This design comes from an exercise in tuning for small area on the open sky130 flow, not from production work. Where RTL was checked, it was by simulation tests only, not by an equivalence proof against the original. Power and IR drop assume default switching activity.

==> run K <==
==> flow/design.v <==
package matrix_pkg;
    localparam int CLKS_PER_BIT = 16;
    localparam int MAX_DIM      = 5;
    localparam int SLOT_COUNT   = 5;
    localparam int SEED_COUNT   = 3;
    typedef logic [7:0] byte_t;
    typedef logic [7:0] elem_t;
    typedef logic [2:0] dim_t;
    typedef logic [2:0] slot_t;
    typedef logic [MAX_DIM*MAX_DIM*8-1:0] matrix_t;
    typedef enum logic [1:0] {
        MODE_IDLE,
        MODE_STORE,
        MODE_SHOW
    } mode_e;
    localparam matrix_t SEED_DATA_0 = 200'h04_03_02_01;
    localparam matrix_t SEED_DATA_1 = 200'h08_07_06_05;
    localparam matrix_t SEED_DATA_2 = 200'h09_08_07_06_05_04_03_02_01;
    localparam matrix_t SEED_DATA_3 = 200'h0;
    localparam matrix_t SEED_DATA_4 = 200'h0;
    localparam dim_t SEED_M_0 = 3'd2;
    localparam dim_t SEED_M_1 = 3'd2;
    localparam dim_t SEED_M_2 = 3'd3;
    localparam dim_t SEED_M_3 = 3'd0;
    localparam dim_t SEED_M_4 = 3'd0;
    localparam dim_t SEED_N_0 = 3'd2;
    localparam dim_t SEED_N_1 = 3'd2;
    localparam dim_t SEED_N_2 = 3'd3;
    localparam dim_t SEED_N_3 = 3'd0;
    localparam dim_t SEED_N_4 = 3'd0;
endpackage
module matrix_show_top (
    input  logic       clk,
    input  logic       rst_n,
    input  logic       btn,
    input  logic       uart_rx,
    input  logic [4:0] mode_sw,
    output logic       uart_tx
);
    localparam logic [3:0] RB_IDLE = 4'd14, RB_DONE = 4'd12, RB_START = 4'd15, RB_STOP = 4'd8;
    logic [3:0] rx_bit;
    logic [3:0] rx_cnt;
    logic [3:0] rx_lo;       
    logic       rx_hi_ok;    
    logic       rx_done;
    logic       rx_idle;
    logic       rx_end;
    assign rx_end  = (rx_cnt == 4'd15);
    assign rx_idle = (rx_bit[3:2] == 2'b11) && !rx_bit[0];
    assign rx_done = (rx_bit == RB_DONE);
    always_ff @(posedge clk or negedge rst_n) begin
        if (!rst_n) begin
            rx_bit  <= RB_IDLE;
        end else begin
            if (rx_idle) begin
                rx_bit <= uart_rx ? RB_IDLE : RB_START;
            end else if (rx_end) begin
                if (rx_bit == RB_STOP) begin
                    rx_bit <= uart_rx ? RB_DONE : RB_IDLE;
                end else if (rx_bit == RB_START && uart_rx) begin
                    rx_bit <= RB_IDLE;
                end else begin
                    rx_bit <= rx_bit + 4'd1;
                end
            end
        end
    end
    always_ff @(posedge clk) begin
        rx_cnt <= rx_idle ? 4'd8 : rx_cnt + 4'd1;
        if (rx_end && !rx_bit[3]) begin
            if (!rx_bit[2]) rx_lo <= {uart_rx, rx_lo[3:1]};
            rx_hi_ok <= !rx_bit[2] || (rx_hi_ok && (uart_rx ^ rx_bit[1]));
        end
    end
    localparam logic [2:0] D_IDLE = 3'b000, D_SH_M = 3'b010, D_ST_M = 3'b100, D_ST_E = 3'b110;
    logic [2:0] dstate;
    logic       st_m, st_n, st_e, store_mode, show_mode;
    logic [2:0] m_reg;        
    logic [2:0] n_reg;        
    logic       pend;         
    logic [4:0] idx;          
    logic [4:0] tgt;          
    logic [4:0] phase;        
    logic [1:0] fcnt;         
    logic       big3, big4;   
    logic       hf3, hf4;     
    logic       show_busy;
    logic [3:0] ring_a [25];
    logic [3:0] ring_b [25];
    logic       accept, dim_ok, digit_ok, acc_wr, wr_go, last, query;
    logic [4:0] frame_len;
    assign store_mode = dstate[2];
    assign show_mode  = (dstate[2:1] == 2'b01);
    assign st_n       = dstate[0];
    assign st_e       = dstate[2] && dstate[1];
    assign st_m       = !dstate[0] && !st_e;
    assign accept    = rx_done && !show_busy && !btn && (dstate[2:1] != 2'b00);
    assign dim_ok    = rx_hi_ok && (rx_lo >= 4'd1) && (rx_lo <= 4'd5);
    assign digit_ok  = rx_hi_ok && (rx_lo <= 4'd9);
    assign frame_len = 5'd3 + 5'(m_reg) * 5'(n_reg);
    assign last      = (idx == frame_len - 5'd1);
    assign acc_wr    = accept && store_mode && (st_e ? digit_ok : dim_ok);
    assign tgt       = (idx < 5'd3) ? {4'b1101, idx[1]} : idx;
    assign wr_go     = (acc_wr || pend) && (phase == tgt);
    assign query     = accept && st_n && dim_ok && show_mode;
    always_ff @(posedge clk or negedge rst_n) begin
        if (!rst_n) begin
            dstate <= D_IDLE;
            pend   <= 1'b0;
            fcnt   <= 2'd0;
        end else begin
            pend <= (acc_wr || pend) && !wr_go;
            if (wr_go && last && fcnt != 2'd2) begin
                fcnt <= fcnt + 2'd1;
            end
            if (btn) begin
                if (dstate[2:1] == 2'b00) begin
                    case (mode_sw)
                        5'b00001: dstate <= D_ST_M;
                        5'b00100: dstate <= D_SH_M;
                        default:  dstate <= D_IDLE;
                    endcase
                end else begin
                    dstate <= D_IDLE;
                end
            end else if (accept) begin
                if (st_e) begin
                    if (digit_ok && last) dstate <= D_ST_M;
                end else if (dim_ok) begin
                    if (!st_n)          dstate <= dstate | 3'b001;
                    else if (show_mode) dstate <= D_SH_M;
                    else                dstate <= D_ST_E;
                end
            end
        end
    end
    always_ff @(posedge clk) begin
        if (accept && dim_ok && st_m) m_reg <= rx_lo[2:0];
        if (accept && dim_ok && st_n) n_reg <= rx_lo[2:0];
        if (wr_go && last && fcnt == 2'd0) big3 <= (idx == 5'd27);
        if (wr_go && last && fcnt == 2'd1) big4 <= (idx == 5'd27);
        if (!show_busy && phase == 5'd26) begin
            hf3 <= (ring_a[0][2:0] == m_reg) && (ring_a[1][2:0] == rx_lo[2:0]);
            hf4 <= (ring_b[0][2:0] == m_reg) && (ring_b[1][2:0] == rx_lo[2:0]);
        end
        phase <= (phase >= 5'd27) ? 5'd3 : phase + 5'd1;
    end
    always_ff @(posedge clk) begin
        for (int i = 0; i < 24; i++) begin
            ring_a[i] <= ring_a[i+1];
            ring_b[i] <= ring_b[i+1];
        end
        ring_a[24] <= (wr_go && fcnt == 2'd0) ? rx_lo : ring_a[0];
        ring_b[24] <= (wr_go && fcnt == 2'd1) ? rx_lo : ring_b[0];
    end
    logic [2:0] cursor;       
    logic [4:0] hit;
    logic [2:0] match_count;
    logic [2:0] sel;          
    always_comb begin
        hit[0] = (m_reg == 3'd2) && (n_reg == 3'd2);
        hit[1] = hit[0];
        hit[2] = (m_reg == 3'd3) && (n_reg == 3'd3);
        hit[3] = (fcnt != 2'd0) && (big3 ? (m_reg == 3'd5 && n_reg == 3'd5) : hf3);
        hit[4] = (fcnt == 2'd2) && (big4 ? (m_reg == 3'd5 && n_reg == 3'd5) : hf4);
        match_count = '0;
        sel         = '0;
        for (int i = 0; i < 5; i++) begin
            if (hit[i]) begin
                if (match_count == cursor) sel = 3'(i);
                match_count = match_count + 3'd1;
            end
        end
    end
    logic [3:0] tx_cnt;
    logic [3:0] tx_bit;
    logic [3:0] txb;         
    logic [3:0] tap;
    logic       tx_end;
    logic       bitval;
    assign tx_end = show_busy && (tx_cnt == 4'd15);
    always_comb begin
        case (sel)
            3'd3:    tap = ring_a[0];
            3'd4:    tap = ring_b[0];
            default: tap = {idx[3:1] + {~sel[0], ~sel[0], 1'b1}, idx[0]};
        endcase
        if (tx_bit[3])           bitval = 1'b1;
        else if (!tx_bit[2])     bitval = txb[tx_bit[1:0]];
        else                     bitval = 1'b0;
    end
    always_ff @(posedge clk) begin
        if (tx_bit[3]) begin
            case (idx)
                5'd0:    txb <= {1'b0, cursor + 3'd1};
                5'd1:    txb <= {1'b0, m_reg};
                5'd2:    txb <= {1'b0, n_reg};
                default: if (phase == tgt) txb <= tap;
            endcase
        end
    end
    always_ff @(posedge clk or negedge rst_n) begin
        if (!rst_n) begin
            uart_tx   <= 1'b1;
            show_busy <= 1'b0;
        end else if (query) begin
            show_busy <= 1'b1;
        end else if (show_busy && tx_bit == 4'd15 && match_count == '0) begin
            show_busy <= 1'b0;
        end else if (tx_end) begin
            if (tx_bit == 4'd15) begin
                if (cursor == match_count) begin
                    show_busy <= 1'b0;
                end else begin
                    uart_tx <= 1'b0;
                end
            end else if (tx_bit != 4'd9) begin
                uart_tx <= bitval;
            end
        end
    end
    always_ff @(posedge clk) begin
        if (query) begin
            tx_bit <= 4'd15;
            tx_cnt <= 4'd11;
            cursor <= '0;
        end else if (tx_end && tx_bit == 4'd9) begin
            tx_bit <= 4'd15;
            if (idx == frame_len) begin
                cursor <= cursor + 3'd1;
                tx_cnt <= (cursor + 3'd1 == match_count) ? 4'd14 : 4'd10;
            end else begin
                tx_cnt <= 4'd14;
            end
        end else begin
            tx_cnt <= tx_cnt + 4'd1;
            if (tx_end) tx_bit <= tx_bit + 4'd1;
        end
    end
    always_ff @(posedge clk) begin
        if (query || (tx_end && tx_bit == 4'd9 && idx == frame_len)) begin
            idx <= '0;
        end else if ((tx_end && tx_bit == 4'd15) || wr_go) begin
            idx <= idx + 5'd1;
        end else if (!show_busy && st_m && !pend) begin
            idx <= 5'd1;
        end
    end
endmodule
==> flow/flow/run.sh <==
#!/bin/bash
# Layout flow: the standard flow (standard.sh) in two parts.
#  1. Synthesis as standard, except that ABC maps the logic with an area
#     script (flow/abc_area.script) and adders are left to ABC instead of
#     being mapped to ha/fa cells. Registers are mapped before ABC runs, so
#     they come out as in the standard synthesis.
#  2. The rest of the standard flow, with CTS dummy loads off, smaller
#     clock buffers and the smallest buffer on the ports.
# Each step's full output goes to a log file of its own in this folder.
set -euo pipefail
here=$(pwd)
rm -rf "$here/scripts_abc"
cp -r "$FLOW_HOME/scripts" "$here/scripts_abc"
cp "$here/flow/abc_area.script" "$here/scripts_abc/abc_area.script"

bash standard.sh synth \
  "SCRIPTS_DIR=$here/scripts_abc" "ABC_AREA=1" "ADDER_MAP_FILE=" > synth.log 2>&1

bash standard.sh finish \
  "CTS_ARGS=-sink_clustering_enable -repair_clock_nets -dont_use_dummy_load -buf_list sky130_fd_sc_hd__clkbuf_8 -sink_clustering_size 16 -sink_clustering_max_diameter 50" \
  "BUFFER_PORTS_ARGS=-buffer_cell sky130_fd_sc_hd__buf_1" > finish.log 2>&1
==> flow/flow/abc_area.script <==
strash
ifraig
dc2
resub -K 8
rewrite -z
dc2
strash
dch -f
amap -m -F 4 -A 10
topo
==> flow/standard.sh <==
#!/bin/bash
# synth_recipe.tcl (not shown) runs the flow's synth.tcl, then flattens the netlist and writes it again
# the make line also repeats each setting of config.mk as NAME=value (left out here)
make -C /OpenROAD-flow-scripts/flow DESIGN_CONFIG=/design/flow/config.mk WORK_HOME=/design/flow/orfs CLKGATE_MAP_FILE= SYNTH_SCRIPT=/design/flow/synth_recipe.tcl "${@:-finish}"
==> flow/config.mk <==
export PLATFORM = sky130hd
export DESIGN_NAME = matrix_show_top
export DESIGN_NICKNAME = matrix_show_top
export VERILOG_FILES = /design/flow/design.v
export SDC_FILE = /design/flow/constraint.sdc
export NUM_CORES = 4
export LEC_CHECK = 0
export CAP_MARGIN = 20
export CORE_MARGIN = 2
export CORE_UTILIZATION = 75
export PLACE_DENSITY = 0.85
export SLEW_MARGIN = 20
==> flow/constraint.sdc <==
create_clock -name core_clock -period 10.0 [get_ports {clk}]
set_input_delay 2.0000 -clock core_clock [delete_from_list [all_inputs] [get_ports {clk}]]
set_output_delay 2.0000 -clock core_clock [all_outputs]
set_load 0.01 [all_outputs]
==> run Y (differences from run K) <==
==> flow/design.v, changed modules only <==
module matrix_show_top (
    input  logic       clk,
    input  logic       rst_n,
    input  logic       btn,
    input  logic       uart_rx,
    input  logic [4:0] mode_sw,
    output logic       uart_tx
);
    localparam logic [3:0] RB_IDLE = 4'd14, RB_START = 4'd15, RB_STOP = 4'd8;
    logic [3:0] rx_bit;
    logic [3:0] rx_cnt;
    logic [3:0] rx_lo;       
    logic       rx_hi_ok;    
    logic       rx_done;
    logic       rx_end;
    assign rx_end = (rx_cnt == 4'd15);
    always_ff @(posedge clk or negedge rst_n) begin
        if (!rst_n) begin
            rx_bit  <= RB_IDLE;
            rx_done <= 1'b0;
        end else begin
            rx_done <= 1'b0;
            if (rx_bit == RB_IDLE) begin
                if (!uart_rx) rx_bit <= RB_START;
            end else if (rx_end) begin
                if (rx_bit == RB_STOP) begin
                    rx_bit  <= RB_IDLE;
                    rx_done <= uart_rx;
                end else if (rx_bit == RB_START && uart_rx) begin
                    rx_bit <= RB_IDLE;
                end else begin
                    rx_bit <= rx_bit + 4'd1;
                end
            end
        end
    end
    always_ff @(posedge clk) begin
        rx_cnt <= (rx_bit == RB_IDLE) ? 4'd8 : rx_cnt + 4'd1;
        if (rx_end && !rx_bit[3]) begin
            if (!rx_bit[2]) rx_lo <= {uart_rx, rx_lo[3:1]};
            rx_hi_ok <= !rx_bit[2] || (rx_hi_ok && (uart_rx ^ rx_bit[1]));
        end
    end
    localparam logic [1:0] MODE_IDLE = 2'd0, MODE_STORE = 2'd1, MODE_SHOW = 2'd2;
    localparam logic [1:0] DEC_M = 2'd0, DEC_N = 2'd1, DEC_ELEM = 2'd2;
    logic [1:0] mode;
    logic [1:0] dstate;
    logic [2:0] m_reg;        
    logic [2:0] n_reg;        
    logic       pend;         
    logic [4:0] idx;          
    logic [4:0] phase;        
    logic [1:0] fcnt;         
    logic [2:0] m3, n3, m4, n4;
    logic       show_busy;
    logic       accept, dim_ok, digit_ok, acc_digit, wr_go, last, query;
    logic [4:0] frame_len;
    assign accept    = rx_done && !show_busy && !btn && (mode != MODE_IDLE);
    assign dim_ok    = rx_hi_ok && (rx_lo >= 4'd1) && (rx_lo <= 4'd5);
    assign digit_ok  = rx_hi_ok && (rx_lo <= 4'd9);
    assign frame_len = 5'd3 + 5'(m_reg) * 5'(n_reg);
    assign last      = (idx == frame_len - 5'd1);
    assign acc_digit = accept && (dstate == DEC_ELEM) && digit_ok;
    assign wr_go     = (acc_digit || pend) && (phase == idx);
    assign query     = accept && (dstate == DEC_N) && dim_ok && (mode == MODE_SHOW);
    always_ff @(posedge clk or negedge rst_n) begin
        if (!rst_n) begin
            mode   <= MODE_IDLE;
            dstate <= DEC_M;
            pend   <= 1'b0;
            fcnt   <= 2'd0;
        end else begin
            pend <= (acc_digit || pend) && !wr_go;
            if (wr_go && last && fcnt != 2'd2) begin
                fcnt <= fcnt + 2'd1;
            end
            if (btn) begin
                dstate <= DEC_M;
                if (mode == MODE_IDLE) begin
                    case (mode_sw)
                        5'b00001: mode <= MODE_STORE;
                        5'b00100: mode <= MODE_SHOW;
                        default:  mode <= MODE_IDLE;
                    endcase
                end else begin
                    mode <= MODE_IDLE;
                end
            end else if (accept) begin
                case (dstate)
                    DEC_M:    if (dim_ok) dstate <= DEC_N;
                    DEC_N:    if (dim_ok) dstate <= (mode == MODE_SHOW) ? DEC_M : DEC_ELEM;
                    DEC_ELEM: if (digit_ok && last) dstate <= DEC_M;
                    default:  dstate <= DEC_M;
                endcase
            end
        end
    end
    always_ff @(posedge clk) begin
        if (accept && dim_ok && dstate == DEC_M) m_reg <= rx_lo[2:0];
        if (accept && dim_ok && dstate == DEC_N) n_reg <= rx_lo[2:0];
        if (wr_go && last && fcnt == 2'd0) begin
            m3 <= m_reg;
            n3 <= n_reg;
        end
        if (wr_go && last && fcnt == 2'd1) begin
            m4 <= m_reg;
            n4 <= n_reg;
        end
        phase <= (phase >= 5'd27) ? 5'd3 : phase + 5'd1;
    end
    logic [3:0] ring_a [25];
    logic [3:0] ring_b [25];
    always_ff @(posedge clk) begin
        for (int i = 0; i < 24; i++) begin
            ring_a[i] <= ring_a[i+1];
            ring_b[i] <= ring_b[i+1];
        end
        ring_a[24] <= (wr_go && fcnt == 2'd0) ? rx_lo : ring_a[0];
        ring_b[24] <= (wr_go && fcnt == 2'd1) ? rx_lo : ring_b[0];
    end
    logic [2:0] cursor;       
    logic [4:0] hit;
    logic [2:0] match_count;
    logic [2:0] sel;          
    always_comb begin
        hit[0] = (m_reg == 3'd2) && (n_reg == 3'd2);
        hit[1] = hit[0];
        hit[2] = (m_reg == 3'd3) && (n_reg == 3'd3);
        hit[3] = (fcnt != 2'd0) && (m3 == m_reg) && (n3 == n_reg);
        hit[4] = (fcnt == 2'd2) && (m4 == m_reg) && (n4 == n_reg);
        match_count = '0;
        sel         = '0;
        for (int i = 0; i < 5; i++) begin
            if (hit[i]) begin
                if (match_count == cursor) sel = 3'(i);
                match_count = match_count + 3'd1;
            end
        end
    end
    logic [3:0] tx_cnt;
    logic [3:0] tx_bit;
    logic [3:0] txb;         
    logic [3:0] tap;
    logic       tx_end;
    logic       bitval;
    assign tx_end = show_busy && (tx_cnt == 4'd15);
    always_comb begin
        case (sel)
            3'd3:    tap = ring_a[0];
            3'd4:    tap = ring_b[0];
            default: tap = {idx[3:1] + {~sel[0], ~sel[0], 1'b1}, idx[0]};
        endcase
        if (tx_bit[3])           bitval = 1'b1;
        else if (!tx_bit[2])     bitval = txb[tx_bit[1:0]];
        else                     bitval = 1'b0;
    end
    always_ff @(posedge clk) begin
        if (tx_bit[3]) begin
            case (idx)
                5'd0:    txb <= {1'b0, cursor + 3'd1};
                5'd1:    txb <= {1'b0, m_reg};
                5'd2:    txb <= {1'b0, n_reg};
                default: if (phase == idx) txb <= tap;
            endcase
        end
    end
    always_ff @(posedge clk or negedge rst_n) begin
        if (!rst_n) begin
            uart_tx   <= 1'b1;
            show_busy <= 1'b0;
        end else if (query) begin
            show_busy <= 1'b1;
        end else if (show_busy && tx_bit == 4'd15 && match_count == '0) begin
            show_busy <= 1'b0;
        end else if (tx_end) begin
            if (tx_bit == 4'd15) begin
                if (cursor == match_count) begin
                    show_busy <= 1'b0;
                end else begin
                    uart_tx <= 1'b0;
                end
            end else if (tx_bit != 4'd9) begin
                uart_tx <= bitval;
            end
        end
    end
    always_ff @(posedge clk) begin
        if (query) begin
            tx_bit <= 4'd15;
            tx_cnt <= 4'd11;
            cursor <= '0;
        end else if (tx_end && tx_bit == 4'd9) begin
            tx_bit <= 4'd15;
            if (idx == frame_len) begin
                cursor <= cursor + 3'd1;
                tx_cnt <= (cursor + 3'd1 == match_count) ? 4'd14 : 4'd10;
            end else begin
                tx_cnt <= 4'd14;
            end
        end else begin
            tx_cnt <= tx_cnt + 4'd1;
            if (tx_end) tx_bit <= tx_bit + 4'd1;
        end
    end
    always_ff @(posedge clk) begin
        if (query || (tx_end && tx_bit == 4'd9 && idx == frame_len)) begin
            idx <= '0;
        end else if ((tx_end && tx_bit == 4'd15) || wr_go) begin
            idx <= idx + 5'd1;
        end else if (accept && dim_ok && dstate == DEC_N) begin
            idx <= 5'd3;
        end
    end
endmodule
--- a/flow/flow/run.sh
+++ b/flow/flow/run.sh
@@ -17,5 +17,5 @@
   "SCRIPTS_DIR=$here/scripts_abc" "ABC_AREA=1" "ADDER_MAP_FILE=" > synth.log 2>&1
 
 bash standard.sh finish \
-  "CTS_ARGS=-sink_clustering_enable -repair_clock_nets -dont_use_dummy_load -buf_list sky130_fd_sc_hd__clkbuf_8 -sink_clustering_size 16 -sink_clustering_max_diameter 50" \
+  "CTS_ARGS=-sink_clustering_enable -repair_clock_nets -dont_use_dummy_load -buf_list sky130_fd_sc_hd__clkbuf_4 -sink_clustering_size 10 -sink_clustering_max_diameter 40" \
   "BUFFER_PORTS_ARGS=-buffer_cell sky130_fd_sc_hd__buf_1" > finish.log 2>&1
==> flow/flow/abc_area.script (replaced) <==
strash
ifraig
dc2
strash
dch -f
amap -m
topo
==> comparison <==
- Run K finished clean. Run Y ran to the end with no violations.
- Against run Y, the clock-buffer cell count of run K is lower by 11.
- Against run Y, the synthesized cell count of run K is lower by 1.6%.
- Worst setup slack: run K is lower than run Y (0.77 ns).
- Against run Y, the flip-flop and latch count of run K is lower by 10.
- Between run Y and run K, the lower maximum frequency is in run K (gap about 20%, measured against run K).
- Of run K and run Y, run K has the higher total power (gap 4.4%, measured against run Y).
- Between run Y and run K, the lower area after synthesis is in run K (gap 3.8%, measured against run K).
- Between run K and run Y, the lower via count is in run Y (gap 7.1%, measured against run Y).
- Of run K and run Y, run K has the higher utilization (gap 1.4 points).
- Non-clock buffer count is the same in run K and run Y.
==> figures <==
	run K	run Y
Seq cells post-synth	256	266
Routability-driven placement congestion ratio	0.934	0.875
Met2 wirelength from detailed routing	7.56 mm	6.54 mm
Share of cells above drive strength 1	3.84%	5.36%
Area fraction in compound gates after synthesis	12.3%	10.5%
Minimum setup slack in the final design	5.31 ns	6.08 ns
Register fraction of the total cell area	70.0%	71.6%
Number of buffers and inverters on the critical path	1	3
Global-route wire length before repair	24.7 mm	22.3 mm
Multi-input logic portion of the cell area	20.6%	19.5%
Share of total power in combinational logic	5.0%	2.4%
Total Die Area	10,400 um^2	10,800 um^2
Vias per inst	6.33	5.73
Clock-pin slew reported for the worst setup and hold paths after clock tree synthesis	0.10 ns	0.11 ns
Power drawn by the sequential cells	1.08 mW	1.09 mW
Post-Syn Instances	621	631
Run status	finished clean	finished clean
Area share of and/or/nand/nor cells after synthesis	9.62%	10.0%
Non-Filler Cell Area, Final	7690 um^2	7920 um^2
Distinct cell type count of the synthesized netlist	36	38
Endpoint of the lowest-slack register-to-register path	idx[3]$_SDFFE_PP0P_	n4[0]$_DFFE_PP_
Hold Startpoint	ring_b[24][2]$_DFF_P_	ring_b[11][2]$_DFF_P_
For run K, only the layout was checked, not whether the RTL still works.

==> port drivers added, routing unchanged <==
The flow's constraints put no driver on any port. The routed layouts listed below were extracted and timed again, unchanged, in two steps. Step 1, drivers: a clkbuf_16 drives clk and a buf_2 each remaining input, both assumed. Step 2 adds t to the input delays and takes it off the output delays; t is the mean of the earliest and latest rising clock arrival at the registers after step 1. Input paths then give back, and output paths get back, about the clock's delay inside the block. a / b / c = no drivers / after step 1 / after step 2; a / b = the first two.
| run | shift t [ns] | slack for setup (ns) | worst setup path at the end | worst slew at a driven data input, ns |
|---|---|---|---|---|
| run K | 0.514 | 5.306 / 5.306 / 5.199 | input to register | 0.03 |
| run Y | 0.647 | 6.079 / 6.079 / 5.669 | input to register | 0.03 |
After both steps setup and hold are still met in every run listed. For run Y, which loses most, drivers alone change the setup slack by 0.000 ns; drivers and shift together by -0.410 ns.
